This is an optimization exercise on Yosys and OpenROAD, whose aim is small area and a short achievable clock period, not a production implementation. The RTL was checked by simulation tests, not by an equivalence proof against the original design. No activity file was given, so power comes from the tool's default toggle rates.

File: design/flow/design.v
module gshare_fetch_predictor #(
    parameter int          HIST_BITS = 5,
    parameter logic [31:0] RESET_PC  = 32'h0000_0000
) (
    input  logic                 clk,
    input  logic                 Reset,
    input  logic                 PC_write,
    input  logic [31:0]          imem_inst,
    output logic [31:0]          pc_out,
    output logic [31:0]          IF_inst,
    output logic [31:0]          nextPC,
    output logic                 prediction,
    output logic [31:0]          branch_target,
    output logic [31:0]          updated_pc_IF,
    output logic [HIST_BITS-1:0] GHPT_index_IF,
    output logic [HIST_BITS-1:0] GHR_IF,
    output logic [HIST_BITS-1:0] G_BTB_index_IF,
    input  logic                 ex_valid,
    input  logic                 ex_taken,
    input  logic [31:0]          ex_target,
    input  logic [31:0]          ex_pc,
    input  logic [HIST_BITS-1:0] ex_GHPT_index,
    input  logic [HIST_BITS-1:0] ex_G_BTB_index,
    input  logic [HIST_BITS-1:0] ex_GHR,
    input  logic                 ex_mispredict,
    input  logic [31:0]          ex_correct_pc
);
    localparam int ENTRIES = 1 << HIST_BITS;
    localparam int TAG_LSB = HIST_BITS + 2;
    localparam int TAG_W   = 32 - TAG_LSB;
    logic [31:0]                     pc_q, pc_d;
    logic [HIST_BITS-1:0]            ghr_q, ghr_d;
    logic [ENTRIES-1:0][1:0]         pht_q;
    logic [ENTRIES-1:0]              btb_vld_q;
    logic [ENTRIES-1:0][TAG_W-1:0]   btb_tag_q;
    logic [ENTRIES-1:0][31:0]        btb_tgt_q;
    logic [31:2]                     npc_q, npc_d;
    logic [ENTRIES-1:0]              sel_d, sel_d2;    
    logic [ENTRIES-1:0]              sel_q;            
    logic                            hit_q, hit_d;
    logic                            pred_q, pred_d;
    logic                            hit_o_q, hit_o_d;
    logic                            pred_o_q, pred_o_d;
    logic [31:0]                     tgt_q, tgt_d;    
    logic unused_ok;
    assign unused_ok = ^{ex_pc[TAG_LSB-1:0], ex_GHR[HIST_BITS-1]};
    assign nextPC         = {npc_q, pc_q[1:0]};
    assign prediction     = pred_o_q;
    assign branch_target  = hit_o_q ? tgt_q : 32'd0;
    assign updated_pc_IF  = pred_o_q ? tgt_q : nextPC;
    assign pc_out         = pc_q;
    assign IF_inst        = imem_inst;
    assign GHPT_index_IF  = pc_q[TAG_LSB-1:2] ^ ghr_q;
    assign GHR_IF         = ghr_q;
    assign G_BTB_index_IF = pc_q[TAG_LSB-1:2];
    logic [31:0]        cor_inc, upd_inc, tgt_inc, npc_inc;
    assign cor_inc = ex_correct_pc + 32'd4;
    assign tgt_inc = tgt_q + 32'd4;
    assign npc_inc = nextPC + 32'd4;
    assign upd_inc = pred_q ? tgt_inc : npc_inc;
    logic c_cor, c_bt, c_rot, c_hold;
    logic [3:0] cor_lo, bt_lo;
    logic [7:0] cor_hi, bt_hi;
    assign c_cor  = ex_valid && ex_mispredict;
    assign c_bt   = !c_cor && PC_write && pred_q;
    assign c_rot  = !c_cor && PC_write && !pred_q;
    assign c_hold = !c_cor && !PC_write;
    always_comb begin
        for (int j = 0; j < 4; j++) begin
            cor_lo[j] = c_cor && (ex_correct_pc[3:2] == 2'(j));
            bt_lo[j]  = c_bt && (tgt_q[3:2] == 2'(j));
        end
        for (int k = 0; k < 8; k++) begin
            cor_hi[k] = (ex_correct_pc[TAG_LSB-1:4] == 3'(k));
            bt_hi[k]  = (tgt_q[TAG_LSB-1:4] == 3'(k));
        end
    end
    always_comb begin
        for (int i = 0; i < ENTRIES; i++) sel_q[i] = (pc_q[TAG_LSB-1:2] == HIST_BITS'(i));
    end
    for (genvar i = 0; i < ENTRIES; i++) begin : g_sel
        sel_mux4 u (.c0(cor_lo[i % 4]), .d0(cor_hi[i / 4]), .c1(bt_lo[i % 4]), .d1(bt_hi[i / 4]),
                    .c2(c_rot), .d2(sel_q[(i + ENTRIES - 1) % ENTRIES]), .c3(c_hold), .d3(sel_q[i]),
                    .y(sel_d[i]), .y2(sel_d2[i]));
    end
    always_comb begin
        pc_d  = pc_q;
        npc_d = npc_q;
        ghr_d = ghr_q;
        if (ex_valid && ex_mispredict) begin
            pc_d  = ex_correct_pc;
            npc_d = cor_inc[31:2];
            ghr_d = {ex_GHR[HIST_BITS-2:0], ex_taken};
        end else if (PC_write) begin
            pc_d  = updated_pc_IF;
            npc_d = upd_inc[31:2];
            if (hit_q) ghr_d = {ghr_q[HIST_BITS-2:0], pred_q};
        end
    end
    logic                 btb_wr, pht_wr;
    logic [1:0]           ex_cnt, ex_cnt_new;
    assign btb_wr = ex_valid && ex_taken;
    assign pht_wr = ex_valid;
    always_comb begin
        ex_cnt = '0;
        for (int i = 0; i < ENTRIES; i++)
            if (ex_GHPT_index == HIST_BITS'(i)) ex_cnt = pht_q[i];
        ex_cnt_new = ex_cnt;
        if (ex_taken) begin
            if (ex_cnt != 2'b11) ex_cnt_new = ex_cnt + 2'd1;
        end else if (ex_cnt != 2'b00) begin
            ex_cnt_new = ex_cnt - 2'd1;
        end
    end
    logic [HIST_BITS-1:0] nidx, npidx;
    logic [ENTRIES-1:0]   npsel;
    logic [31:0]          tgt_rd;
    logic                 ctr_rd;
    logic                 btb_byp, pht_byp;
    logic                 hit_rd_n, hit_ex, ctr_n;
    logic                 k_hit_rd, k_hit_ex, k_pred_rd, k_pred_ex;
    assign nidx  = pc_d[TAG_LSB-1:2];
    assign npidx = nidx ^ ghr_d;
    always_comb begin
        ctr_rd = 1'b0;
        for (int i = 0; i < ENTRIES; i++) begin
            npsel[i] = (npidx == HIST_BITS'(i));
            ctr_rd = ctr_rd | (npsel[i] & pht_q[i][1]);
        end
    end
    logic [TAG_W-1:0] tag_rd;
    logic             vld_rd;
    for (genvar b = 0; b < TAG_W; b++) begin : g_tag
        logic [ENTRIES-1:0] col;
        for (genvar i = 0; i < ENTRIES; i++) begin : g_e
            assign col[i] = btb_tag_q[i][b];
        end
        btb_col_rd u_rd (.sel(sel_d), .d(col), .y(tag_rd[b]));
    end
    for (genvar b = 0; b < 32; b++) begin : g_tgt
        logic [ENTRIES-1:0] col;
        for (genvar i = 0; i < ENTRIES; i++) begin : g_e
            assign col[i] = btb_tgt_q[i][b];
        end
        btb_col_rd u_rd (.sel(sel_d2), .d(col), .y(tgt_rd[b]));
    end
    btb_col_rd u_vld_rd (.sel(sel_d), .d(btb_vld_q), .y(vld_rd));
    tag_hit u_hit (.rd(tag_rd), .pc(pc_d[31:TAG_LSB]), .vld(vld_rd), .hit_n(hit_rd_n));
    assign btb_byp = btb_wr && (ex_G_BTB_index == nidx);
    assign pht_byp = pht_wr && (ex_GHPT_index == npidx);
    assign hit_ex  = (ex_pc[31:TAG_LSB] == pc_d[31:TAG_LSB]);
    assign ctr_n   = pht_byp ? ex_cnt_new[1] : ctr_rd;
    assign k_hit_rd  = btb_byp;                       
    assign k_hit_ex  = !(btb_byp && hit_ex);
    assign k_pred_rd = !(!btb_byp && ctr_n);
    assign k_pred_ex = !(btb_byp && hit_ex && ctr_n);
    hit_pred u_hp   (.hit_rd_n(hit_rd_n), .kh_rd(k_hit_rd), .kh_ex(k_hit_ex), .kp_rd(k_pred_rd), .kp_ex(k_pred_ex),
                     .hit(hit_d), .pred(pred_d));
    hit_pred u_hp_o (.hit_rd_n(hit_rd_n), .kh_rd(k_hit_rd), .kh_ex(k_hit_ex), .kp_rd(k_pred_rd), .kp_ex(k_pred_ex),
                     .hit(hit_o_d), .pred(pred_o_d));
    assign tgt_d   = btb_byp ? ex_target : tgt_rd;
    always_ff @(posedge clk or posedge Reset) begin
        if (Reset) begin
            pc_q   <= RESET_PC;
            npc_q  <= RESET_PC[31:2] + 30'd1;
            ghr_q  <= '0;
            hit_q    <= 1'b0;
            pred_q   <= 1'b0;
            hit_o_q  <= 1'b0;
            pred_o_q <= 1'b0;
        end else begin
            pc_q   <= pc_d;
            npc_q  <= npc_d;
            ghr_q  <= ghr_d;
            hit_q    <= hit_d;
            pred_q   <= pred_d;
            hit_o_q  <= hit_o_d;
            pred_o_q <= pred_o_d;
        end
    end
    always_ff @(posedge clk) tgt_q <= tgt_d;
    always_ff @(posedge clk or posedge Reset) begin
        if (Reset) begin
            pht_q     <= {ENTRIES{2'b01}};
            btb_vld_q <= '0;
        end else begin
            for (int i = 0; i < ENTRIES; i++) begin
                if (pht_wr && ex_GHPT_index == HIST_BITS'(i)) pht_q[i] <= ex_cnt_new;
                if (btb_wr && ex_G_BTB_index == HIST_BITS'(i)) btb_vld_q[i] <= 1'b1;
            end
        end
    end
    always_ff @(posedge clk) begin
        for (int i = 0; i < ENTRIES; i++) begin
            if (btb_wr && ex_G_BTB_index == HIST_BITS'(i)) begin
                btb_tag_q[i] <= ex_pc[31:TAG_LSB];
                btb_tgt_q[i] <= ex_target;
            end
        end
    end
endmodule
module hit_pred (
    input  logic hit_rd_n, kh_rd, kh_ex, kp_rd, kp_ex,
    output logic hit, pred
);
    assign hit  = ~((hit_rd_n | kh_rd) & kh_ex);
    assign pred = ~((hit_rd_n | kp_rd) & kp_ex);
endmodule
module btb_col_rd (
    input  logic [31:0] sel,
    input  logic [31:0] d,
    output logic        y
);
    logic [3:0]  g;
    logic [1:0]  h;
    for (genvar m = 0; m < 4; m++) begin : g_g
        rd8 u (.sel(sel[8*m +: 8]), .d(d[8*m +: 8]), .y(g[m]));
    end
    cell_nor2 u_h0 (.a(g[0]), .b(g[1]), .y(h[0]));
    cell_nor2 u_h1 (.a(g[2]), .b(g[3]), .y(h[1]));
    cell_nand2 u_o (.a(h[0]), .b(h[1]), .y(y));
endmodule
module sel_mux4 (
    input  logic c0, d0, c1, d1, c2, d2, c3, d3,
    output logic y, y2
);
    logic p, q;
    assign p  = ~((c0 & d0) | (c1 & d1));
    assign q  = ~((c2 & d2) | (c3 & d3));
    assign y  = ~(p & q);
    cell_nand2 u_y2 (.a(p), .b(q), .y(y2));
endmodule
module rd8 (
    input  logic [7:0] sel,
    input  logic [7:0] d,
    output logic       y
);
    assign y = ~(~((sel[0] & d[0]) | (sel[1] & d[1])) & ~((sel[2] & d[2]) | (sel[3] & d[3])) &
                 ~((sel[4] & d[4]) | (sel[5] & d[5])) & ~((sel[6] & d[6]) | (sel[7] & d[7])));
endmodule
module tag_hit (
    input  logic [24:0] rd,
    input  logic [24:0] pc,
    input  logic        vld,
    output logic        hit_n
);
    logic [25:0] eq;
    logic [8:0]  bad;
    logic [2:0]  good;
    for (genvar b = 0; b < 25; b++) begin : g_x
        cell_xnor2 u (.a(rd[b]), .b(pc[b]), .y(eq[b]));
    end
    assign eq[25] = vld;
    for (genvar m = 0; m < 8; m++) begin : g_b
        cell_nand3 u (.a(eq[3*m]), .b(eq[3*m+1]), .c(eq[3*m+2]), .y(bad[m]));
    end
    cell_nand2 u_b8 (.a(eq[24]), .b(eq[25]), .y(bad[8]));
    for (genvar m = 0; m < 3; m++) begin : g_g
        cell_nor3 u (.a(bad[3*m]), .b(bad[3*m+1]), .c(bad[3*m+2]), .y(good[m]));
    end
    cell_nand3 u_h (.a(good[0]), .b(good[1]), .c(good[2]), .y(hit_n));
endmodule
module cell_nand3 (input logic a, b, c, output logic y);
    assign y = ~(a & b & c);
endmodule
module cell_nand4 (input logic a, b, c, d, output logic y);
    assign y = ~(a & b & c & d);
endmodule
module cell_nor3 (input logic a, b, c, output logic y);
    assign y = ~(a | b | c);
endmodule
module cell_nand2 (input logic a, b, output logic y);
    assign y = ~(a & b);
endmodule
module cell_xnor2 (input logic a, b, output logic y);
    assign y = ~(a ^ b);
endmodule
module cell_nor2 (input logic a, b, output logic y);
    assign y = ~(a | b);
endmodule
File: design/flow/flow/run.sh
#!/bin/bash
# Standard layout, with the port buffers made from buf_2 instead of the
# default delay-buffer cell. Each make step logs under orfs/logs; the make
# output as a whole goes to standard.log in the work folder.
set -euo pipefail
export BUFFER_PORTS_ARGS="-buffer_cell sky130_fd_sc_hd__buf_2"
bash standard.sh > standard.log 2>&1
File: design/flow/standard.sh
#!/bin/bash
# synth_recipe.tcl (not shown) runs the flow's synth.tcl, then flattens the netlist and writes it again
# the make line also repeats each setting of config.mk as NAME=value (left out here)
make -C /OpenROAD-flow-scripts/flow DESIGN_CONFIG=/design/flow/config.mk WORK_HOME=/design/flow/orfs CLKGATE_MAP_FILE= SYNTH_SCRIPT=/design/flow/synth_recipe.tcl "${@:-finish}"
File: design/flow/config.mk
export PLATFORM = sky130hd
export DESIGN_NAME = gshare_fetch_predictor
export DESIGN_NICKNAME = gshare_fetch_predictor
export VERILOG_FILES = /design/flow/design.v
export SDC_FILE = /design/flow/constraint.sdc
export NUM_CORES = 4
export LEC_CHECK = 0
export CAP_MARGIN = 20
export CORE_MARGIN = 2
export CORE_UTILIZATION = 45
export CTS_CLUSTER_DIAMETER = 80
export CTS_CLUSTER_SIZE = 24
export SETUP_SLACK_MARGIN = 3.3
export SLEW_MARGIN = 20
export SYNTH_HIERARCHICAL = 1
export TNS_END_PERCENT = 5
File: design/flow/constraint.sdc
create_clock -name core_clock -period 6.5 [get_ports {clk}]
set_input_delay 1.3000 -clock core_clock [delete_from_list [all_inputs] [get_ports {clk}]]
set_output_delay 1.3000 -clock core_clock [all_outputs]
set_load 0.01 [all_outputs]
==> run notes, run 1 <==
layout cells sized above 1 0.229; CP top delay family simple AND/OR/NAND/NOR gates; reg2reg start pc_q[2]; main flop type after synthesis edfxtp_1; Req. time, crit path 7.21 ns; CP cell instances buf_12, clkinvlp_4, nand2_8, clkinv_16, a22oi_2, buf_12, nand2_8, buf_4, a22oi_1, nand4_1, nor2_4, nand2_1, xnor2_1, nand3_1, nor3_4, nand3_4, o21ai_2; Crit Path Category in2reg; Routed Antenna Nets 0; clock latency (worst-skew pair) 0.78 ns; input/output buffers 252; Design Area, Final 90,200 um^2; Mapped Nets 4,836; area grow syn2layout 16.1%; dpl cells 7,209; # setup viols final 0; post-synthesis sequential area ratio 0.768; Synth Area in XOR/XNOR 0.0111; RSZ-0062 raised after global routing yes; Synth area leader edfxtp_1; Post-Synth Adder-Cell Area 0.000290; Worst Tran Pin Value 1.14 ns; Die Ht 419 um; H-tree levels 3; Final Hold Fails 0; critical path endpoint category flop; Vias 48.8k; Core ar. 172,000 um^2; Iter 0 DRT Violations 6,587; Critical Path Max Stage Delay 0.29 ns; worst hold path class reg2reg; per-cell routed wire length 33.8 um; Slew Limit Fails 0; Final Power 26.8 mW; gr usage total 0.286; Global Route met2 Usage 0.448; cts bufs inserted 100; worst reg-to-reg setup slack 2.90 ns; first-pass GRT wire length 354,000 um; status no timing/DRC/antenna violations; share of the synthesized area in the top cell type 0.705; met3 Use GR 0.0523; total wire length 258,000 um; R2R Path End pred_o_q; DP Area 82,800 um^2; yosys warns 7; clock transition at the registers of the reported paths 0.10 ns; initial antenna violation count 22; fin crit share 0.555; # DRC 0; Synth Cell Area 77,700 um^2; post-synthesis simple-gate area fraction 0.0638; average cell area after synthesis 16.6 um^2; setup TNS 0 ns; vias in the first global route 46.1k; die area 176,000 um^2; hold path cells 1; CP Data Arrival Time 4.32 ns; TritonRoute pass-1 iters 6; final clock skew 0.0336 ns; nature of the critical path startpoint input port; hpwl dp 143,000 um; vias per inst 6.40; Post-Synthesis Cells 4,686; peak supply drop 202 uV; met1 Use GR 0.378; CTS Buffer Depth 3; final cell count without fillers 7,621; Die Width 419 um; Worst Path Max Fanout 18; synth top area cells edfxtp_1 71%, a22oi_1 9.1%, dfrtp_1 4.3%, nand4_1 2.0%, mux2_2 1.4%; CP max-delay cell nor3_4; crit path buf inv count 5; TritonCTS clock tree done; leakage 29.3 nW; nets 5,369; Cell variety after synth 83; FMAX 0.277 GHz; max_slew headroom 0.239; total grt overflow 0; gr busiest metal met2; Std-Cell Rows 152; Post-synth EDFFs 1,824; largest family of logic cells by synthesized area compound AO/OA/AOI/OAI gates; multiplexer share of the synthesized area 0.0261; PD cells 297 nW/um^2; post-synthesis compound-gate area fraction 0.120; FF-to-FF path depth 15; min Tclk post-route 3.61 ns; hold_sp btb_vld_q[28]; Fillers 13.9k; # clock sinks 2,023; largest net degree at the start of global routing 123; Placer Congestion 0.889; IO Count 325; CTS root buffer clkbuf_16; #FFs+latches synth 2,023; Max Cap Viol 0; fraction of registers with async set/reset 0.0826; Hold Path End btb_vld_q[28]; Starting Density 0.453
[cell usage after synthesis (25+ instances only)]
master / instances
edfxtp_1: 1824
a22oi_1: 937
nand2_1: 249
nor2_1: 249
nand4_1: 243
dfrtp_1: 134
mux2_2: 100
o21ai_0: 81
mux2i_1: 77
a22oi_2: 64
xnor2_1: 57
clkbuf_1: 48
buf_4: 47
nand3_1: 47
xor2_1: 40
or2_2: 38
a21oi_1: 35
and2_1: 35
inv_1: 35
dfstp_2: 33
dfxtp_1: 32
nor3_1: 27
buf_2: 25
[Yosys stat by module (local to each module, per instance), excerpt]
module | times used | cells inside | flops+latches | cell area (um^2)
cell_nand2 | 91 | 1 | 0 | 3.75
cell_nand3 | 9 | 1 | 0 | 5.00
cell_nor2 | 116 | 1 | 0 | 3.75
cell_nor3 | 3 | 1 | 0 | 10.0
cell_xnor2 | 25 | 1 | 0 | 8.76
gshare_fetch_predictor | 1 | 3182 | 2023 | 67200
hit_pred | 2 | 2 | 0 | 10.0
rd8 | 232 | 5 | 0 | 36.3
sel_mux4 | 32 | 3 | 0 | 28.8
[layout make-up]
cell class              count  area, um^2  area share
flip-flops and latches   2023       59700       0.662
multi-input cells        2528       19700       0.218
repair buffers            528        4580      0.0508
well taps                2310        2890      0.0321
clock buffers             161        2840      0.0315
clock inverters            21         280     0.00311
inverters                  37         178     0.00197
diodes                     12        30.0    0.000333
repair inverters            1        11.3    0.000125
[flip-flops by register name, indices dropped and copies added (netlist names), 5 cells and up]
signal	flops
tgt_q	32
npc_q	30
btb_vld_q	32
pc_q	32
btb_tgt_q	1024
btb_tag_q	800
pht_q	64
ghr_q	5
[cell families after synthesis]
kind of cell / after synthesis
mux: 184
buf+inv: 165
xor+xnor: 98
fa+ha+maj: 2
simple gates: 990
compound gates: 1224
flops: 2023
[how the worst max path moves through the flow]
stage | depth (start not counted) | startpoint | slack (ns) | to
floorplan | 17 | PC_write | 2.47 | hit_o_q
global placement | 15 | PC_write | 0.78 | hit_o_q
detailed placement | 15 | PC_write | 0.77 | hit_o_q
CTS | 4 | pred_o_q | 3.00 | updated_pc_IF[4]
global route | 17 | PC_write | 2.88 | pred_o_q
finish | 17 | PC_write | 2.89 | pred_o_q
[through the flow]
stage | setup WS (ns) | utilization | hold WS (ns)
after detailed placement | 0.771 | 0.483 | 0.453
final | 2.89 | 0.526 | 0.472
after global routing | 2.88 | 0.525 | 0.480
after global placement | 0.782 | 0.482 | 0.451
after floorplan | 2.47 | - | 0.437
after CTS | 3.00 | 0.519 | 0.474
[cells in the final DEF, fill, tap and decap left out, types with 69 or more instances in the layout]
master	Yosys	routed
clkbuf_16	0	101
a22oi_1	937	911
edfxtp_1	1824	1824
nand2_1	249	163
nand4_1	243	243
o21ai_0	81	75
nor2_1	249	192
buf_2	25	241
a22oi_2	64	90
buf_4	47	175
mux2i_1	77	69
mux2_2	100	95
dfrtp_1	134	126
[metal layers]
metal  part of all wire  vias up
li1                   -    20237
met1               0.38    25354
met2               0.47     2666
met3              0.097      521
met4              0.061       10
met5            0.00022        -
[where the power goes]
group / leakage (nW) / switching (mW) / internal (mW)
Sequential: 18.7 / 0.646 / 14.6
Clock: 1.49 / 4.16 / 3.09
Combinational: 9.08 / 2.79 / 1.47
[what timing repair did]
action,CTS,global route
setup endpoints to repair,669,577
resized for setup,273,130
hold buffers,0,0
cloned,33,6
pin swaps,114,77
setup buffers,138,38
==> inputs of run 2 (changes only) <==
--- a/design/flow/config.mk
+++ b/design/flow/config.mk
@@ -7,10 +7,10 @@
 export LEC_CHECK = 0
-export CAP_MARGIN = 20
+export CAP_MARGIN = 10
 export CORE_MARGIN = 2
-export CORE_UTILIZATION = 45
+export CORE_UTILIZATION = 40
 export CTS_CLUSTER_DIAMETER = 80
 export CTS_CLUSTER_SIZE = 24
-export SETUP_SLACK_MARGIN = 3.3
-export SLEW_MARGIN = 20
+export SETUP_SLACK_MARGIN = 3.0
+export SLEW_MARGIN = 10
 export SYNTH_HIERARCHICAL = 1
-export TNS_END_PERCENT = 5
+export TNS_END_PERCENT = 15
==> run notes, run 2 <==
CTS root buffer clkbuf_16; final cell count without fillers 7,737; TritonRoute pass-1 iters 6; worst reg-to-reg setup slack 2.85 ns; most common cell after layout, fill and taps aside edfxtp_1; min Tclk post-route 3.71 ns; IO Count 325; clock transition at the registers of the reported paths 0.10 ns; Die Ht 445 um; vias per inst 6.10; area grow syn2layout 13.5%; cts bufs inserted 102; Placer Congestion 0.913; Worst Tran Pin Value 1.20 ns; TritonCTS clock tree done; synth top area cells edfxtp_1 71%, a22oi_1 9.1%, dfrtp_1 4.3%, nand4_1 2.0%, mux2_2 1.4%; Max Cap Viol 0; FMAX 0.270 GHz; post-synthesis sequential area ratio 0.768; share of the synthesized area in the top cell type 0.705; final clock skew 0.0451 ns; initial antenna violation count 40; nature of the critical path startpoint input port; FF-to-FF path depth 12; dpl cells 7,485; CP Data Arrival Time 4.40 ns; Core ar. 193,000 um^2; register with the most flip-flops btb_tgt_q; Cell variety after synth 83; worst hold path class reg2reg; top-count cell post-synth edfxtp_1; layout cells sized above 1 0.202; fraction of registers with async set/reset 0.0826; Synth area leader edfxtp_1; # clock sinks 2,023; clock latency (worst-skew pair) 0.77 ns; hold slack 0.477 ns; Starting Density 0.403; # DRC 0; Slew Limit Fails 0; # setup viols final 0; CTS Buffer Depth 3; total grt overflow 0; CP max-delay cell a22oi_2; fin crit share 0.570; leakage 28.3 nW; #FFs+latches synth 2,023; pre-CTS WS 0.717 ns; final setup margin 2.79 ns; largest net degree at the start of global routing 120; total wire length 245,000 um; yosys warns 7; main flop type after synthesis edfxtp_1; PD cells 302 nW/um^2; Die Width 445 um; die area 198,000 um^2; beginning of the critical path ex_mispredict; critical path endpoint category flop; Mapped Nets 4,836; reg2reg start pred_o_q; Critical Path Max Stage Delay 0.32 ns; Final Power 26.6 mW; Req. time, crit path 7.19 ns; peak supply drop 220 uV; Worst Path Max Fanout 8; RSZ-0062 raised after global routing yes; hpwl dp 151,000 um; Fillers 16.6k; Std-Cell Rows 161; nets 5,263; max reg flops 1,024; setup TNS 0 ns; Iter 0 DRT Violations 6,237; end of the critical path pred_o_q; first-pass GRT wire length 341,000 um; Post-Synthesis Cells 4,686; R2R Path End pred_q; Routed Antenna Nets 0; per-cell routed wire length 31.7 um; Synth Cell Area 77,700 um^2; gr usage total 0.242; input/output buffers 252; Regs by FF count btb_tgt_q: 1024 flops, btb_tag_q: 800 flops, pht_q: 64 flops; most frequent cells in the layout 1,824 x edfxtp_1, 919 x a22oi_1, 245 x buf_2; CP cell instances buf_12, buf_12, and2_4, nand2_4, nor2_4, buf_8, a22oi_2, nand2_4, buf_12, a22oi_2, nand4_1, nor2_4, nand2_4, xnor2_2, nand3_1, nor3_2, nand3_4, o21ai_2; average cell area after synthesis 16.6 um^2; H-tree levels 3; vias in the first global route 45.2k; Vias 47.2k; status no timing/DRC/antenna violations; Crit Path Category in2reg; Final Hold Fails 0; most common library cells after synthesis 1,824 x edfxtp_1, 937 x a22oi_1, 249 x nand2_1, 249 x nor2_1, 243 x nand4_1; Post-synth EDFFs 1,824; max_slew headroom 0.197
run 2: cell counts after synthesis:
No cell type changed its count.
run 2: worst min path at each step:
stage | startpoint | endpoint | slack, ns | cells after the start
2_1_floorplan | btb_vld_q[2] | btb_vld_q[2] | 0.44 | 1
3_3_place_gp | btb_vld_q[3] | btb_vld_q[3] | 0.45 | 1
3_5_place_dp | btb_vld_q[3] | btb_vld_q[3] | 0.45 | 1
4_1_cts | btb_vld_q[2] | btb_vld_q[2] | 0.48 | 1
5_1_grt | btb_vld_q[7] | btb_vld_q[7] | 0.49 | 1
6_report | btb_vld_q[28] | btb_vld_q[28] | 0.48 | 1
run 2: repair_timing:
item,in CTS,in global routing
gates cloned,6,1
pin swaps,95,29
resized for setup,276,25
endpoints found under the setup margin,226,118
endpoints found under the hold margin,0,0
buffers inserted,38,4
hold buffers,0,0
run 2: cell families (layout without fill, tap and decap cells):
group	count (synthesis)	count (layout)	share of synthesized area
flip-flops	2023	2023	0.768
AO/OA/AOI/OAI	1224	1224	0.120
AND/OR/NAND/NOR	990	993	0.0638
multiplexers	184	184	0.0261
buffers and inverters	165	671	0.0110
XOR/XNOR	98	98	0.0111
adder cells (fa/ha/maj)	2	2	0.000290
other	0	16	0
run 2: per-layer routing:
layer  up-vias  GRT usage  wire length, um
met2      2297      0.386           115000
met1     24463      0.320            95800
met4        26      0.131            14600
met5         -          0              138
met3       416     0.0351            20000
li1      20007          -                -
run 2: power by group:
part | internal, mW | leakage [nW] | switching, mW | total, mW
registers | 14.6 | 18.7 | 0.646 | 15.2
logic | 1.38 | 8.07 | 2.67 | 4.04
clock network | 3.18 | 1.54 | 4.17 | 7.35
total | 19.1 | 28.3 | 7.48 | 26.6
run 2: through the flow:
stage               cell area (um^2)   util
global route                   88100  0.457
CTS                            87900  0.456
floorplan                      77900      -
detailed placement             83200  0.431
finish                         88100  0.457
global placement               83200  0.431
run 2: final cells by class:
type	instances	area, um^2	share of cell area
sequential	2023	59700	0.677
multi-input combinational	2501	18400	0.208
timing repair buffer	448	3560	0.0404
tap	2526	3160	0.0359
clock buffer	157	2830	0.0321
clock inverter	29	353	0.00400
inverter	37	160	0.00182
antenna	16	40.0	0.000454
run 2: Yosys stat by module (local to each module, per instance), a selection:
module | times used | flip-flops and latches
hit_pred | 2 | 0
rd8 | 232 | 0
gshare_fetch_predictor | 1 | 2023
cell_nor2 | 116 | 0
cell_nor3 | 3 | 0
cell_xnor2 | 25 | 0
cell_nand3 | 9 | 0
sel_mux4 | 32 | 0
cell_nand2 | 91 | 0
run 2: worst max-delay path, delay by kind of cell:
kind / cells / cell delay (ns)
simple gates: 10 / 1.65
compound gates: 3 / 0.64
buf+inv: 4 / 0.61
xor+xnor: 1 / 0.18
==> inputs of run 3 (changes only) <==
--- a/design/flow/config.mk
+++ b/design/flow/config.mk
@@ -12,2 +12,3 @@
 export CTS_CLUSTER_SIZE = 24
+export GPL_ROUTABILITY_DRIVEN = 0
 export SETUP_SLACK_MARGIN = 3.0
@@ -15,2 +16,2 @@
 export SYNTH_HIERARCHICAL = 1
-export TNS_END_PERCENT = 15
+export TNS_END_PERCENT = 5
==> run notes, run 3 <==
Mapped Nets 4,836; #FFs+latches synth 2,023; Die Width 445 um; average cell area after synthesis 16.6 um^2; fin crit share 0.570; # DRC 0; worst hold path class reg2reg; PD cells 302 nW/um^2; min Tclk post-route 3.71 ns; internal power 19.1 mW; # clock sinks 2,023; most common cell after layout, fill and taps aside edfxtp_1; final clock skew 0.0451 ns; Worst Path Max Fanout 8; Vias 47.2k; Final Hold Fails 0; largest net degree at the start of global routing 120; register with the most flip-flops btb_tgt_q; post-synthesis sequential area ratio 0.768; Max Cap Viol 0; initial antenna violation count 40; Crit Path Category in2reg; TritonCTS clock tree done; final cell count without fillers 7,737; clock transition at the registers of the reported paths 0.10 ns; synth top area cells edfxtp_1 71%, a22oi_1 9.1%, dfrtp_1 4.3%, nand4_1 2.0%, mux2_2 1.4%; dpl cells 7,485; Comb pwr share 0.152; area grow syn2layout 13.5%; Worst Tran Pin Value 1.20 ns; CTS Buffer Depth 3; cts bufs inserted 102; share of the synthesized area in the top cell type 0.705; Switching Fraction 0.281; leakage 28.3 nW; main flop type after synthesis edfxtp_1; Synth Cell Area 77,700 um^2; peak supply drop 220 uV; yosys warns 7; Iter 0 DRT Violations 6,237; Slew Limit Fails 0; IO Count 325; TritonRoute pass-1 iters 6; most frequent cells in the layout 1,824 x edfxtp_1, 919 x a22oi_1, 245 x buf_2; status no timing/DRC/antenna violations; Util after Layout 0.457; Post-synth EDFFs 1,824; CTS root buffer clkbuf_16; total wire length 245,000 um; die area 198,000 um^2; first-pass GRT wire length 341,000 um; per-cell routed wire length 31.7 um; Clock Power Share 0.276; switching power 7.48 mW; FMAX 0.270 GHz; worst reg-to-reg setup slack 2.85 ns; max reg flops 1,024; Synth area leader edfxtp_1; top-count cell post-synth edfxtp_1; hpwl dp 151,000 um; layout cells sized above 1 0.202; most common library cells after synthesis 1,824 x edfxtp_1, 937 x a22oi_1, 249 x nand2_1, 249 x nor2_1, 243 x nand4_1; vias per inst 6.10; Req. time, crit path 7.19 ns; CP Data Arrival Time 4.40 ns; clock latency (worst-skew pair) 0.77 ns; Routed Antenna Nets 0; Std-Cell Rows 161; # setup viols final 0; Fillers 16.6k; RSZ-0062 raised after global routing yes; vias in the first global route 45.2k; critical path endpoint category flop; Flop pwr share 0.572; max_slew headroom 0.197; H-tree levels 3; Regs by FF count btb_tgt_q: 1024 flops, btb_tag_q: 800 flops, pht_q: 64 flops; Starting Density 0.403; gr usage total 0.242; nets 5,263; Die Ht 445 um; Post-Synthesis Cells 4,686; Cell variety after synth 83; input/output buffers 252; nature of the critical path startpoint input port; Core ar. 193,000 um^2; total grt overflow 0; fraction of registers with async set/reset 0.0826; setup TNS 0 ns
## run 3: metrics by stage
| stage | worst slack (ns) | instance area [um^2] | hold WS (ns) | total power [mW] |
|---|---|---|---|---|
| 6_report | 2.79 | 88100 | 0.477 | 26.6 |
| 3_3_place_gp | 0.756 | 83200 | 0.451 | 19.2 |
| 5_1_grt | 2.75 | 88100 | 0.491 | 27.3 |
| 3_5_place_dp | 0.717 | 83200 | 0.450 | 19.2 |
| 2_1_floorplan | 1.20 | 77900 | 0.437 | 17.1 |
| 4_1_cts | 2.81 | 87900 | 0.479 | 26.6 |
## run 3: Yosys stat by module, one instance, submodules excluded, excerpt
module,flip-flops and latches,cells,copies in the design
cell_xnor2,0,1,25
cell_nand2,0,1,91
gshare_fetch_predictor,2023,3182,1
rd8,0,5,232
hit_pred,0,2,2
cell_nor2,0,1,116
cell_nand3,0,1,9
sel_mux4,0,3,32
cell_nor3,0,1,3
## run 3: worst paths after layout
check                              startpoint             to  depth (start not counted)
min in group asynchronous               Reset       pc_q[10]                          3
max in group asynchronous               Reset        pc_q[2]                          4
worst max-delay path            ex_mispredict       pred_o_q                         18
worst min register to register  btb_vld_q[28]  btb_vld_q[28]                          1
worst max register to register       pred_o_q         pred_q                         12
worst min-delay path            btb_vld_q[28]  btb_vld_q[28]                          1
## run 3: metal layers
| layer | track usage | part of all wire | vias to the layer above | routed length [um] |
|---|---|---|---|---|
| li1 | - | - | 20007 | - |
| met1 | 0.320 | 0.39 | 24463 | 95800 |
| met2 | 0.386 | 0.47 | 2297 | 115000 |
| met3 | 0.0351 | 0.082 | 416 | 20000 |
| met4 | 0.131 | 0.060 | 26 | 14600 |
| met5 | 0 | 0.00056 | - | 138 |
## run 3: kinds of logic after synthesis
family | after synthesis | synth area share
AOI/OAI and AO/OA | 1224 | 0.120
and+or+nand+nor | 990 | 0.0638
buffers and inverters | 165 | 0.0110
DFF | 2023 | 0.768
xor gates and xnor gates | 98 | 0.0111
adders and majority gates | 2 | 0.000290
muxes | 184 | 0.0261
## run 3: power groups by stage
stage | logic [mW] | registers [mW] | clock network (mW)
after CTS | 3.95 | 15.2 | 7.43
after global placement | 3.66 | 15.5 | 0
after detailed placement | 3.69 | 15.5 | 0
final | 4.04 | 15.2 | 7.35
after global routing | 4.23 | 15.2 | 7.85
after floorplan | 2.01 | 15.1 | 0
## run 3: timing repair
action	CTS	global route
endpoints found under the hold margin	0	0
hold buffers	0	0
gates cloned	6	1
pin swaps	95	29
setup endpoints to repair	226	118
setup buffers	38	4
gates resized for setup	276	25
## run 3: critical path, stage by stage
cell and delay [ns]:
buf_12 0.13, buf_12 0.12, and2_4 0.17, nand2_4 0.08, nor2_4 0.04, buf_8 0.15
a22oi_2 0.32, nand2_4 0.20, buf_12 0.21, a22oi_2 0.15, nand4_1 0.18, nor2_4 0.31
nand2_4 0.12, xnor2_2 0.18, nand3_1 0.12, nor3_2 0.25, nand3_4 0.18, o21ai_2 0.17
## run 3: final cells by class
class	instances	area, um^2	share of cell area
clock buffer	157	2830	0.0321
antenna	16	40.0	0.000454
inverter	37	160	0.00182
tap	2526	3160	0.0359
multi-input combinational	2501	18400	0.208
clock inverter	29	353	0.00400
timing repair buffer	448	3560	0.0404
sequential	2023	59700	0.677
==> inputs of run 4 (changes only) <==
--- a/design/flow/config.mk
+++ b/design/flow/config.mk
@@ -12,3 +12,2 @@
 export CTS_CLUSTER_SIZE = 24
-export GPL_ROUTABILITY_DRIVEN = 0
 export SETUP_SLACK_MARGIN = 3.0
==> run notes, run 4 <==
# clock sinks 2,023; most frequent cells in the layout 1,824 x edfxtp_1, 919 x a22oi_1, 245 x buf_2; min Tclk post-route 3.71 ns; CP Data Arrival Time 4.40 ns; Placer Congestion 0.913; Fillers 16.6k; vias in the first global route 45.2k; TritonCTS clock tree done; met1 wire length 95,800 um; hpwl dp 151,000 um; Post-Synth Adder-Cell Area 0.000290; Routed Antenna Nets 0; yosys warns 7; vias per inst 6.10; first-pass GRT wire length 341,000 um; Synth area leader edfxtp_1; hold buffers post-CTS 0; Crit Path Category in2reg; footprint of the multi-input gates 18,400 um^2; FMAX 0.270 GHz; # setup viols final 0; Req. time, crit path 7.19 ns; multiplexer share of the synthesized area 0.0261; Cell variety after synth 83; RSZ-0062 raised after global routing yes; Synth Cell Area 77,700 um^2; post-synthesis simple-gate area fraction 0.0638; average cell area after synthesis 16.6 um^2; per-cell routed wire length 31.7 um; Die Width 445 um; largest net degree at the start of global routing 120; CTS root buffer clkbuf_16; Worst Tran Pin Value 1.20 ns; Post-synth EDFFs 1,824; synth top area cells edfxtp_1 71%, a22oi_1 9.1%, dfrtp_1 4.3%, nand4_1 2.0%, mux2_2 1.4%; register with the most flip-flops btb_tgt_q; top-count cell post-synth edfxtp_1; post-synthesis compound-gate area fraction 0.120; clock latency (worst-skew pair) 0.77 ns; # DRC 0; post-synthesis sequential area ratio 0.768; IO Count 325; max_slew headroom 0.197; status no timing/DRC/antenna violations; most common library cells after synthesis 1,824 x edfxtp_1, 937 x a22oi_1, 249 x nand2_1, 249 x nor2_1, 243 x nand4_1; fin crit share 0.570; Slew Limit Fails 0; max layer used met5; Reg area 59,700 um^2; setup TNS 0 ns; worst reg-to-reg setup slack 2.85 ns; leakage 28.3 nW; CTS Buffer Depth 3; Starting Density 0.403; input/output buffers 252; Final Hold Fails 0; clock transition at the registers of the reported paths 0.10 ns; PD cells 302 nW/um^2; nature of the critical path startpoint input port; wire length on met3 20,000 um; area grow syn2layout 13.5%; worst hold path class reg2reg; gr usage total 0.242; layout cells sized above 1 0.202; initial antenna violation count 40; TritonRoute pass-1 iters 6; Final Power 26.6 mW; Max Cap Viol 0; die area 198,000 um^2; nets 5,263; largest family of logic cells by synthesized area compound AO/OA/AOI/OAI gates; cts bufs inserted 102; Core ar. 193,000 um^2; final clock skew 0.0451 ns; share of the synthesized area in the top cell type 0.705; Post-Synthesis Cells 4,686; Die Ht 445 um; max reg flops 1,024; Iter 0 DRT Violations 6,237; most common cell after layout, fill and taps aside edfxtp_1; Regs by FF count btb_tgt_q: 1024 flops, btb_tag_q: 800 flops, pht_q: 64 flops; Std-Cell Rows 161; Vias 47.2k; total wire length 245,000 um; fraction of registers with async set/reset 0.0826; critical path endpoint category flop; Synth Area in XOR/XNOR 0.0111; Worst Path Max Fanout 8; total grt overflow 0; #FFs+latches synth 2,023; peak supply drop 220 uV; main flop type after synthesis edfxtp_1; H-tree levels 3; Mapped Nets 4,836; WL met2 115,000 um
-- run 4: Yosys stat by module, one instance, submodules excluded, a selection --
module | cells inside | area, um^2 | flops+latches | times used
gshare_fetch_predictor | 3182 | 67200 | 2023 | 1
cell_nand2 | 1 | 3.75 | 0 | 91
cell_xnor2 | 1 | 8.76 | 0 | 25
sel_mux4 | 3 | 28.8 | 0 | 32
hit_pred | 2 | 10.0 | 0 | 2
cell_nor3 | 1 | 10.0 | 0 | 3
-- run 4: cell families (layout without fill, tap and decap cells) --
family | after synthesis | in the layout
AO/OA/AOI/OAI | 1224 | 1224
XOR/XNOR | 98 | 98
adder cells (fa/ha/maj) | 2 | 2
buffers and inverters | 165 | 671
flip-flops | 2023 | 2023
multiplexers | 184 | 184
other | 0 | 16
AND/OR/NAND/NOR | 990 | 993
-- run 4: cell type report --
type / count / share of cell area
Antenna cell: 16 / 0.000454
Clock buffer: 157 / 0.0321
Clock inverter: 29 / 0.00400
Inverter: 37 / 0.00182
Multi-Input combinational cell: 2501 / 0.208
Sequential cell: 2023 / 0.677
Tap cell: 2526 / 0.0359
Timing Repair Buffer: 448 / 0.0404
-- run 4: per-stage QoR --
step | std cells | utilization | setup WS, ns | hold WS [ns] | instance area (um^2)
final | 7737 | 0.457 | 2.79 | 0.477 | 88100
after global routing | 7730 | 0.457 | 2.75 | 0.491 | 88100
after CTS | 7715 | 0.456 | 2.81 | 0.479 | 87900
after detailed placement | 7485 | 0.431 | 0.717 | 0.450 | 83200
after global placement | 7485 | 0.431 | 0.756 | 0.451 | 83200
after floorplan | 4686 | - | 1.20 | 0.437 | 77900
-- run 4: layer usage --
| layer | track usage | vias up |
|---|---|---|
| met5 | 0 | - |
| met4 | 0.131 | 26 |
| met3 | 0.0351 | 416 |
| li1 | - | 20007 |
| met1 | 0.320 | 24463 |
| met2 | 0.386 | 2297 |
-- run 4: power by group --
group	internal [mW]	total, mW	leakage (nW)	switching (mW)
Combinational	1.38	4.04	8.07	2.67
Sequential	14.6	15.2	18.7	0.646
Clock	3.18	7.35	1.54	4.17
-- run 4: repair_timing --
action / in CTS / in global routing
gates cloned: 6 / 1
resized for setup: 276 / 25
endpoints found under the setup margin: 226 / 118
pin swaps: 95 / 29
setup buffers: 38 / 4
-- run 4: final timing paths --
kind	endpoint	startpoint	cells past startpoint
setup / recovery	pred_o_q	ex_mispredict	18
hold / removal	btb_vld_q[28]	btb_vld_q[28]	1
setup reg to reg	pred_q	pred_o_q	12
hold reg to reg	btb_vld_q[28]	btb_vld_q[28]	1
max in group asynchronous	pc_q[2]	Reset	4
min in group asynchronous	pc_q[10]	Reset	3
-- run 4: critical path, stage by stage --
cell     delay [ns]
buf_12         0.13
buf_12         0.12
and2_4         0.17
nand2_4        0.08
nor2_4         0.04
buf_8          0.15
a22oi_2        0.32
nand2_4        0.20
buf_12         0.21
a22oi_2        0.15
nand4_1        0.18
nor2_4         0.31
nand2_4        0.12
xnor2_2        0.18
nand3_1        0.12
nor3_2         0.25
nand3_4        0.18
o21ai_2        0.17
==> inputs of run 5 (changes only) <==
--- a/design/flow/config.mk
+++ b/design/flow/config.mk
@@ -7,3 +7,3 @@
 export LEC_CHECK = 0
-export CAP_MARGIN = 10
+export CAP_MARGIN = 0
 export CORE_MARGIN = 2
@@ -13,3 +13,3 @@
 export SETUP_SLACK_MARGIN = 3.0
-export SLEW_MARGIN = 10
+export SLEW_MARGIN = 0
 export SYNTH_HIERARCHICAL = 1
==> run notes, run 5 <==
nets 5,263; Worst Path Max Fanout 8; Die Width 445 um; max_slew headroom 0.210; input/output buffers 252; beginning of the critical path ex_mispredict; final clock skew 0.0451 ns; FMAX 0.269 GHz; # DRC 0; Iter 0 DRT Violations 6,244; Placer Congestion 0.913; register with the most flip-flops btb_tgt_q; Synth Cell Area 77,700 um^2; clock transition at the registers of the reported paths 0.10 ns; min Tclk post-route 3.72 ns; end of the critical path pred_o_q; Routed Antenna Nets 0; fin crit share 0.573; Max Cap Viol 0; dpl cells 7,485; CP Data Arrival Time 4.41 ns; share of the synthesized area in the top cell type 0.705; Core ar. 193,000 um^2; gr usage total 0.242; # setup viols final 0; hpwl dp 151,000 um; fraction of registers with async set/reset 0.0826; layout cells sized above 1 0.202; synth top area cells edfxtp_1 71%, a22oi_1 9.1%, dfrtp_1 4.3%, nand4_1 2.0%, mux2_2 1.4%; Slew Limit Fails 0; cts bufs inserted 102; reg2reg start pred_o_q; nature of the critical path startpoint input port; hold slack 0.477 ns; clock latency (worst-skew pair) 0.77 ns; Final Power 26.6 mW; FF-to-FF path depth 12; Std-Cell Rows 161; Synth area leader edfxtp_1; worst hold path class reg2reg; Post-Synthesis Cells 4,686; critical path endpoint category flop; Regs by FF count btb_tgt_q: 1024 flops, btb_tag_q: 800 flops, pht_q: 64 flops; first-pass GRT wire length 341,000 um; TritonCTS clock tree done; Vias 47.2k; RSZ-0062 raised after global routing yes; CTS Buffer Depth 3; PD cells 302 nW/um^2; Crit Path Category in2reg; Die Ht 445 um; vias per inst 6.10; initial antenna violation count 40; leakage 28.3 nW; average cell area after synthesis 16.6 um^2; most common cell after layout, fill and taps aside edfxtp_1; top-count cell post-synth edfxtp_1; total wire length 245,000 um; Design Area, Final 88,100 um^2; Final Hold Fails 0; H-tree levels 3; total grt overflow 0; area grow syn2layout 13.5%; Mapped Nets 4,836; #FFs+latches synth 2,023; IO Count 325; post-synthesis sequential area ratio 0.768; main flop type after synthesis edfxtp_1; Starting Density 0.403; per-cell routed wire length 31.7 um; final cell count without fillers 7,735; Cell variety after synth 83; peak supply drop 220 uV; CTS root buffer clkbuf_16; DP Area 83,200 um^2; Post-synth EDFFs 1,824; most common library cells after synthesis 1,824 x edfxtp_1, 937 x a22oi_1, 249 x nand2_1, 249 x nor2_1, 243 x nand4_1; max reg flops 1,024; largest net degree at the start of global routing 120; worst reg-to-reg setup slack 2.83 ns; most frequent cells in the layout 1,824 x edfxtp_1, 919 x a22oi_1, 245 x buf_2; Worst Tran Pin Value 1.18 ns; R2R Path End pred_q; TritonRoute pass-1 iters 6; status no timing/DRC/antenna violations; vias in the first global route 45.2k; setup TNS 0 ns; die area 198,000 um^2; Req. time, crit path 7.19 ns; # clock sinks 2,023; yosys warns 7
[run 5: cell counts after synthesis]
Identical to the previous run, type by type.
[run 5: what timing repair did]
item / in CTS / in global routing
setup buffers: 38 / 4
endpoints found under the setup margin: 226 / 118
pin swaps: 95 / 29
gates cloned: 6 / 1
hold buffers: 0 / 0
gates resized for setup: 276 / 25
[run 5: cell type report]
class / instances / area, um^2
fill: 16568 / 105000
sequential: 2023 / 59700
multi-input combinational: 2501 / 18400
timing repair buffer: 448 / 3570
tap: 2526 / 3160
clock buffer: 157 / 2830
clock inverter: 29 / 353
inverter: 37 / 160
antenna: 14 / 35.0
[run 5: worst max-delay path: stages]
cell and delay [ns]:
buf_12 0.13, buf_12 0.12, and2_4 0.17, nand2_4 0.08
nor2_4 0.04, buf_8 0.15, a22oi_2 0.32, nand2_4 0.20
buf_12 0.21, a22oi_2 0.15, nand4_1 0.19, nor2_4 0.32
nand2_4 0.12, xnor2_2 0.18, nand3_1 0.11, nor3_2 0.25
nand3_4 0.17, o21ai_2 0.17
[run 5: report_power, final]
| group | total [mW] | internal (mW) | switching [mW] |
|---|---|---|---|
| clock | 7.34 | 3.18 | 4.16 |
| sequential | 15.2 | 14.6 | 0.646 |
| combinational | 4.06 | 1.38 | 2.68 |
[run 5: layer usage]
metal,global-route usage,share of wire
met4,0.131,0.059
met2,0.386,0.47
met1,0.320,0.39
met3,0.0351,0.081
met5,0,0.00057
[run 5: per-module statistics from Yosys, one instance, submodules excluded, excerpt]
module	cells	area [um^2]	flops+latches
gshare_fetch_predictor	3182	67200	2023
sel_mux4	3	28.8	0
cell_nor3	1	10.0	0
hit_pred	2	10.0	0
cell_xnor2	1	8.76	0
cell_nand3	1	5.00	0
cell_nand2	1	3.75	0
[run 5: worst min path at each step]
stage | from | to | slack, ns | depth (start not counted)
2_1_floorplan | btb_vld_q[2] | btb_vld_q[2] | 0.44 | 1
3_3_place_gp | btb_vld_q[3] | btb_vld_q[3] | 0.45 | 1
3_5_place_dp | btb_vld_q[3] | btb_vld_q[3] | 0.45 | 1
4_1_cts | btb_vld_q[2] | btb_vld_q[2] | 0.48 | 1
5_1_grt | btb_vld_q[7] | btb_vld_q[7] | 0.49 | 1
6_report | btb_vld_q[28] | btb_vld_q[28] | 0.48 | 1
[run 5: per-stage QoR]
step,util,setup WS [ns]
floorplan,-,1.20
global placement,0.431,0.756
detailed placement,0.431,0.717
CTS,0.456,2.81
global route,0.457,2.75
finish,0.457,2.78
[run 5: kinds of logic (layout without fill, tap and decap cells)]
kind of cell,after synthesis,after routing,share of synthesized area
buffers and inverters,165,671,0.0110
flip-flops,2023,2023,0.768
XOR/XNOR,98,98,0.0111
AND/OR/NAND/NOR,990,993,0.0638
AO/OA/AOI/OAI,1224,1224,0.120
multiplexers,184,184,0.0261
adder cells (fa/ha/maj),2,2,0.000290
other,0,14,0

## separate check: timing with driven ports
How much do the figures lean on ideal ports? The routed layouts below were timed once more, with nothing changed but the port constraints. Step 1 sets driving cells, clkbuf_16 on the clock port and buf_2 on the other inputs (assumed; they add their load-dependent delay and slew). Step 2 moves the port delays by t, midway between the first and last clock arrival at a register: inputs arrive t later, outputs are due t later. That takes back most of the time a late clock gives input paths. Three values: ideal ports, drivers, drivers and shift; two values: the first two.
| run | shift t [ns] | slack for setup (ns) | hold WS [ns] | worst setup path at the end | clock arrival spread, ns |
|---|---|---|---|---|---|
| run 1 | 0.843 | 2.890 / 2.812 / 1.968 | 0.472 / 0.444 / 0.472 | input to register | 0.050 / 0.049 |
| run 2 | 0.835 | 2.794 / 2.753 / 1.918 | 0.477 / 0.477 / 0.477 | input to register | 0.058 / 0.058 |
| run 3 | 0.835 | 2.794 / 2.753 / 1.918 | 0.477 / 0.477 / 0.477 | input to register | 0.058 / 0.058 |
| run 4 | 0.835 | 2.794 / 2.753 / 1.918 | 0.477 / 0.477 / 0.477 | input to register | 0.058 / 0.058 |
| run 5 | 0.830 | 2.778 / 2.758 / 1.928 | 0.477 / 0.477 / 0.477 | input to register | 0.053 / 0.053 |
After both steps setup and hold are still met in every run listed. For run 1, which loses most, drivers alone change the setup slack by -0.078 ns; drivers and shift together by -0.922 ns.
